Background: an optimization exercise with open tools, aiming at small area. Do not read the settings as production practice.
Only simulation tests tie the RTL to the original design; equivalence was not proved.
Power figures rest on the tool's default switching activity, not on a simulated workload.

==> flow/design.v <==
`default_nettype none
package vga_player_pkg;
    localparam int ROW_BITS = 128;
    localparam int BLOCK_PX = 8;
    localparam int BLOCKS_X = 80;
    localparam logic [7:0] READ_CMD = 8'h6B;
endpackage
`default_nettype wire
`timescale 1ns/1ps
`default_nettype none
module vga_player_top #(
    parameter int H_ACTIVE     = 640,
    parameter int H_FRONT      = 16,
    parameter int H_SYNC       = 96,
    parameter int H_BACK       = 80,
    parameter int V_ACTIVE     = 480,
    parameter int V_FRONT      = 1,
    parameter int V_SYNC       = 3,
    parameter int V_BACK       = 36,
    parameter int FRAME_REPEAT = 3,
    parameter int FRAME_COUNT  = 16
) (
    input  wire                             px_clk,
    input  wire                             rst,
    input  wire [2:0]                       color_on,
    input  wire [2:0]                       color_off,
    input  wire [3:0]                       io_in,
    output logic [3:0]                      qspi,
    output logic [5:0]                      rgb,
    output logic                            hsync,
    output logic                            vsync,
    output logic                            sound_p,
    output logic                            sound_n
);
    localparam int H_TOTAL = H_ACTIVE + H_FRONT + H_SYNC + H_BACK;
    localparam int V_TOTAL = V_ACTIVE + V_FRONT + V_SYNC + V_BACK;
    localparam int H_SYNC_START = H_ACTIVE + H_FRONT;
    localparam int V_SYNC_START = V_ACTIVE + V_FRONT;
    localparam int BANDS = V_ACTIVE / 8;
    logic [9:0] h;
    logic [9:0] v;
    always_ff @(posedge px_clk) begin
        if (rst) begin
            h <= '0;
            v <= '0;
        end else if (h == H_TOTAL - 1) begin
            h <= '0;
            if (v == V_TOTAL - 1) begin
                v <= '0;
            end else begin
                v <= v + 1'b1;
            end
        end else begin
            h <= h + 1'b1;
        end
    end
    wire [6:0] band = v[9:3];
    wire       active = h < H_ACTIVE && v < V_ACTIVE;
    logic [3:0] frame_idx;
    logic [1:0] repeat_idx;
    always_ff @(posedge px_clk) begin
        if (rst) begin
            repeat_idx <= '0;
            frame_idx  <= '0;
        end else if (h == H_TOTAL - 1 && v == V_ACTIVE - 1) begin
            if (repeat_idx == FRAME_REPEAT - 1) begin
                repeat_idx <= '0;
                frame_idx  <= frame_idx + 1'b1;
            end else begin
                repeat_idx <= repeat_idx + 1'b1;
            end
        end
    end
    wire read_line = v[2:0] == 3'd0 && (band <= 7'(BANDS - 2) || band == 7'(BANDS));
    wire [5:0] band_next = band == 7'(BANDS) ? 6'd0 : 6'(band[5:0] + 1'b1);
    wire [9:0] row_num = 10'(frame_idx * BANDS) + 10'(band_next);
    logic out_bit;
    always_comb begin
        out_bit = 1'b0;
        if (h >= 10'd2 && h <= 10'd9) begin
            out_bit = vga_player_pkg::READ_CMD[3'(9 - h)];
        end else if (h >= 10'd20 && h <= 10'd29) begin
            out_bit = row_num[4'(29 - h)];
        end
    end
    wire sel   = read_line && h >= 10'd1 && h <= 10'd74;
    wire sclk  = read_line && h >= 10'd2 && h <= 10'd74;
    wire io_oe = read_line && h >= 10'd2 && h <= 10'd33;
    assign qspi = {!sel, sclk, io_oe && out_bit, io_oe};
    wire cap_pix   = read_line && h >= 10'd55 && h <= 10'd74;
    wire cap_sound = read_line && h >= 10'(43 + 4 * repeat_idx) && h <= 10'(46 + 4 * repeat_idx);
    logic [19:0] cache [4];
    logic [19:0] disp [4];
    logic        valid;
    wire xfer_line = v[2:0] == 3'd7 && band <= 7'(BANDS);
    wire xfer = xfer_line && h >= 10'd651 && h <= 10'd670;
    wire rot  = h < H_ACTIVE && h[4:0] == 5'd31;
    always_ff @(posedge px_clk) begin
        for (int k = 0; k < 4; k++) begin
            cache[k] <= {cap_pix ? io_in[3-k] : cache[k][0], cache[k][19:1]};
            if (xfer || rot) begin
                disp[k] <= {xfer ? cache[k][0] : disp[k][0], disp[k][19:1]};
            end
        end
    end
    always_ff @(posedge px_clk) begin
        if (rst) begin
            valid <= 1'b0;
        end else if (xfer) begin
            valid <= 1'b1;
        end
    end
    wire pix_on = active && valid && disp[h[4:3]][0];
    logic [2:0] rgb_q;
    logic       hsync_q;
    logic       vsync_q;
    always_ff @(posedge px_clk) begin
        if (rst) begin
            rgb_q   <= color_off;
            hsync_q <= 1'b1;
            vsync_q <= 1'b1;
        end else begin
            rgb_q   <= pix_on ? color_on : color_off;
            hsync_q <= !(h >= H_SYNC_START && h < H_SYNC_START + H_SYNC);
            vsync_q <= !(v >= V_SYNC_START && v < V_SYNC_START + V_SYNC);
        end
    end
    assign rgb   = {{2{rgb_q[2]}}, {2{rgb_q[1]}}, {2{rgb_q[0]}}};
    assign hsync = hsync_q;
    assign vsync = vsync_q;
    logic [3:0] sring [4];
    logic [1:0] lring [4];
    logic [7:0] threshold;
    logic       sound_q;
    wire low_load   = v[2:0] == 3'd0 && band <= 7'(BANDS) && (h == 10'd1 || h == 10'd2);
    wire sound_load = h == 10'd0 && v[2:0] == 3'd0
        && ((band != 7'd0 && band <= 7'(BANDS - 1)) || (band == 7'd0 && valid));
    wire half_band  = h == 10'd0 && v[2:0] == 3'd4;
    wire [7:0] word_hi = {sring[0][3], sring[1][3], sring[2][3], sring[3][3],
                          sring[0][0], sring[1][0], sring[2][0], sring[3][0]};
    wire [7:0] word_lo = {lring[0][1], lring[1][1], lring[2][1], lring[3][1],
                          lring[0][0], lring[1][0], lring[2][0], lring[3][0]};
    always_ff @(posedge px_clk) begin
        for (int k = 0; k < 4; k++) begin
            sring[k] <= {cap_sound ? io_in[3-k] : sring[k][0], sring[k][3:1]};
            lring[k] <= {low_load ? sring[k][0] : lring[k][0], lring[k][1]};
        end
    end
    wire [7:0] counter = {2'(h[7:6] + v[1:0]), h[5:0]};
    always_ff @(posedge px_clk) begin
        if (rst) begin
            threshold <= '0;
            sound_q   <= 1'b0;
        end else begin
            if (sound_load) begin
                threshold <= word_hi;
            end else if (half_band && valid) begin
                threshold <= word_lo;
            end
            sound_q <= counter < threshold;
        end
    end
    assign sound_p = sound_q;
    assign sound_n = !sound_q;
endmodule
`default_nettype wire
export LEC_CHECK = 0
export CAP_MARGIN = 20
export CORE_MARGIN = 2
export CORE_UTILIZATION = 60
export CTS_BUF_LIST = sky130_fd_sc_hd__clkbuf_16
export CTS_CLUSTER_DIAMETER = 150
export CTS_CLUSTER_SIZE = 26
export SLEW_MARGIN = 20
create_clock -name core_clock -period 31.75 [get_ports {px_clk}]
run.sh (not shown) runs the stock make flow with config.mk's settings and CLKGATE_MAP_FILE= SYNTH_SCRIPT=/design/flow/synth_recipe.tcl, a recipe that flattens the netlist after the stock synthesis.
Then changed:
--- a/flow/design.v
+++ b/flow/design.v
@@ -69,14 +69,16 @@
             end else begin
                 repeat_idx <= repeat_idx + 1'b1;
             end
         end
     end
     wire read_line = v[2:0] == 3'd0 && (band <= 7'(BANDS - 2) || band == 7'(BANDS));
-    wire [5:0] band_next = band == 7'(BANDS) ? 6'd0 : 6'(band[5:0] + 1'b1);
-    wire [9:0] row_num = 10'(frame_idx * BANDS) + 10'(band_next);
+    wire is480 = band == 7'(BANDS);
+    wire [5:0] band_m = is480 ? 6'd0 : band[5:0];
+    wire [5:0] bn = 6'(band_m + !is480);
+    wire [9:0] row_num = {8'({frame_idx, 4'd0} - frame_idx + bn[5:2]), bn[1:0]};
     logic out_bit;
     always_comb begin
         out_bit = 1'b0;
         if (h >= 10'd2 && h <= 10'd9) begin
             out_bit = vga_player_pkg::READ_CMD[3'(9 - h)];
         end else if (h >= 10'd20 && h <= 10'd29) begin
@@ -85,13 +87,15 @@
     end
     wire sel   = read_line && h >= 10'd1 && h <= 10'd74;
     wire sclk  = read_line && h >= 10'd2 && h <= 10'd74;
     wire io_oe = read_line && h >= 10'd2 && h <= 10'd33;
     assign qspi = {!sel, sclk, io_oe && out_bit, io_oe};
     wire cap_pix   = read_line && h >= 10'd55 && h <= 10'd74;
-    wire cap_sound = read_line && h >= 10'(43 + 4 * repeat_idx) && h <= 10'(46 + 4 * repeat_idx);
+    wire cap_sound = read_line && (h >= 10'd43 && h <= 10'd46
+        || h >= 10'd47 && h <= 10'd50 && repeat_idx != 2'd0
+        || h >= 10'd51 && h <= 10'd54 && repeat_idx[1]);
     logic [19:0] cache [4];
     logic [19:0] disp [4];
     logic        valid;
     wire xfer_line = v[2:0] == 3'd7 && band <= 7'(BANDS);
     wire xfer = xfer_line && h >= 10'd651 && h <= 10'd670;
     wire rot  = h < H_ACTIVE && h[4:0] == 5'd31;
@@ -100,20 +104,13 @@
             cache[k] <= {cap_pix ? io_in[3-k] : cache[k][0], cache[k][19:1]};
             if (xfer || rot) begin
                 disp[k] <= {xfer ? cache[k][0] : disp[k][0], disp[k][19:1]};
             end
         end
     end
-    always_ff @(posedge px_clk) begin
-        if (rst) begin
-            valid <= 1'b0;
-        end else if (xfer) begin
-            valid <= 1'b1;
-        end
-    end
-    wire pix_on = active && valid && disp[h[4:3]][0];
+    wire pix_on = active && (valid || v[3]) && disp[h[4:3]][0];
     logic [2:0] rgb_q;
     logic       hsync_q;
     logic       vsync_q;
     always_ff @(posedge px_clk) begin
         if (rst) begin
             rgb_q   <= color_off;
@@ -129,15 +126,14 @@
     assign hsync = hsync_q;
     assign vsync = vsync_q;
     logic [3:0] sring [4];
     logic [1:0] lring [4];
     logic [7:0] threshold;
     logic       sound_q;
-    wire low_load   = v[2:0] == 3'd0 && band <= 7'(BANDS) && (h == 10'd1 || h == 10'd2);
-    wire sound_load = h == 10'd0 && v[2:0] == 3'd0
-        && ((band != 7'd0 && band <= 7'(BANDS - 1)) || (band == 7'd0 && valid));
+    wire low_load   = v[2:0] == 3'd0 && band <= 7'(BANDS - 1) && (h == 10'd1 || h == 10'd2);
+    wire sound_load = h == 10'd0 && v[2:0] == 3'd0 && band <= 7'(BANDS - 1);
     wire half_band  = h == 10'd0 && v[2:0] == 3'd4;
     wire [7:0] word_hi = {sring[0][3], sring[1][3], sring[2][3], sring[3][3],
                           sring[0][0], sring[1][0], sring[2][0], sring[3][0]};
     wire [7:0] word_lo = {lring[0][1], lring[1][1], lring[2][1], lring[3][1],
                           lring[0][0], lring[1][0], lring[2][0], lring[3][0]};
     always_ff @(posedge px_clk) begin
@@ -145,22 +141,27 @@
             sring[k] <= {cap_sound ? io_in[3-k] : sring[k][0], sring[k][3:1]};
             lring[k] <= {low_load ? sring[k][0] : lring[k][0], lring[k][1]};
         end
     end
     wire [7:0] counter = {2'(h[7:6] + v[1:0]), h[5:0]};
     always_ff @(posedge px_clk) begin
+        if (sound_load) begin
+            threshold <= word_hi;
+        end else if (half_band) begin
+            threshold <= word_lo;
+        end
+    end
+    always_ff @(posedge px_clk) begin
         if (rst) begin
-            threshold <= '0;
-            sound_q   <= 1'b0;
+            valid   <= 1'b0;
+            sound_q <= 1'b0;
         end else begin
-            if (sound_load) begin
-                threshold <= word_hi;
-            end else if (half_band && valid) begin
-                threshold <= word_lo;
+            if (h == 10'd0 && v[3]) begin
+                valid <= 1'b1;
             end
-            sound_q <= counter < threshold;
+            sound_q <= valid && counter < threshold;
         end
     end
     assign sound_p = sound_q;
     assign sound_n = !sound_q;
 endmodule
 `default_nettype wire
Hold slack gets better by 24 ps.
Power rises slightly.
Wire length goes down slightly.
Critical path depth rises by 2.
Final cell count drops by a few percent.
Clock skew goes down by 6.8 ps.
Global-route usage hardly moves.
Worst setup slack gets better by 280 ps.
Maximum frequency rises by a few percent.

==> separate check: timing with driven ports <==
The results above use ideal ports. As a check the final layouts listed here were re-extracted and re-timed, cells and wires unchanged. Step 1: set_driving_cell puts a clkbuf_16 on px_clk and a buf_2 on each other input, an assumption about the parent block. Step 2, shift: input delay + t, output delay - t, t = (earliest + latest rising clock arrival at the registers) / 2. This alone moves slack from input paths to output paths. Three values: no drivers, after step 1, after step 2; two values: the first two.
run	t, ns	setup slack, ns	worst register clock-pin slew, ns
the first run	0.500	20.740 / 20.699 / 21.199	0.11 / 0.11
the second run	0.507	21.021 / 20.978 / 21.485	0.11 / 0.11
After both steps setup and hold are still met in every run listed.
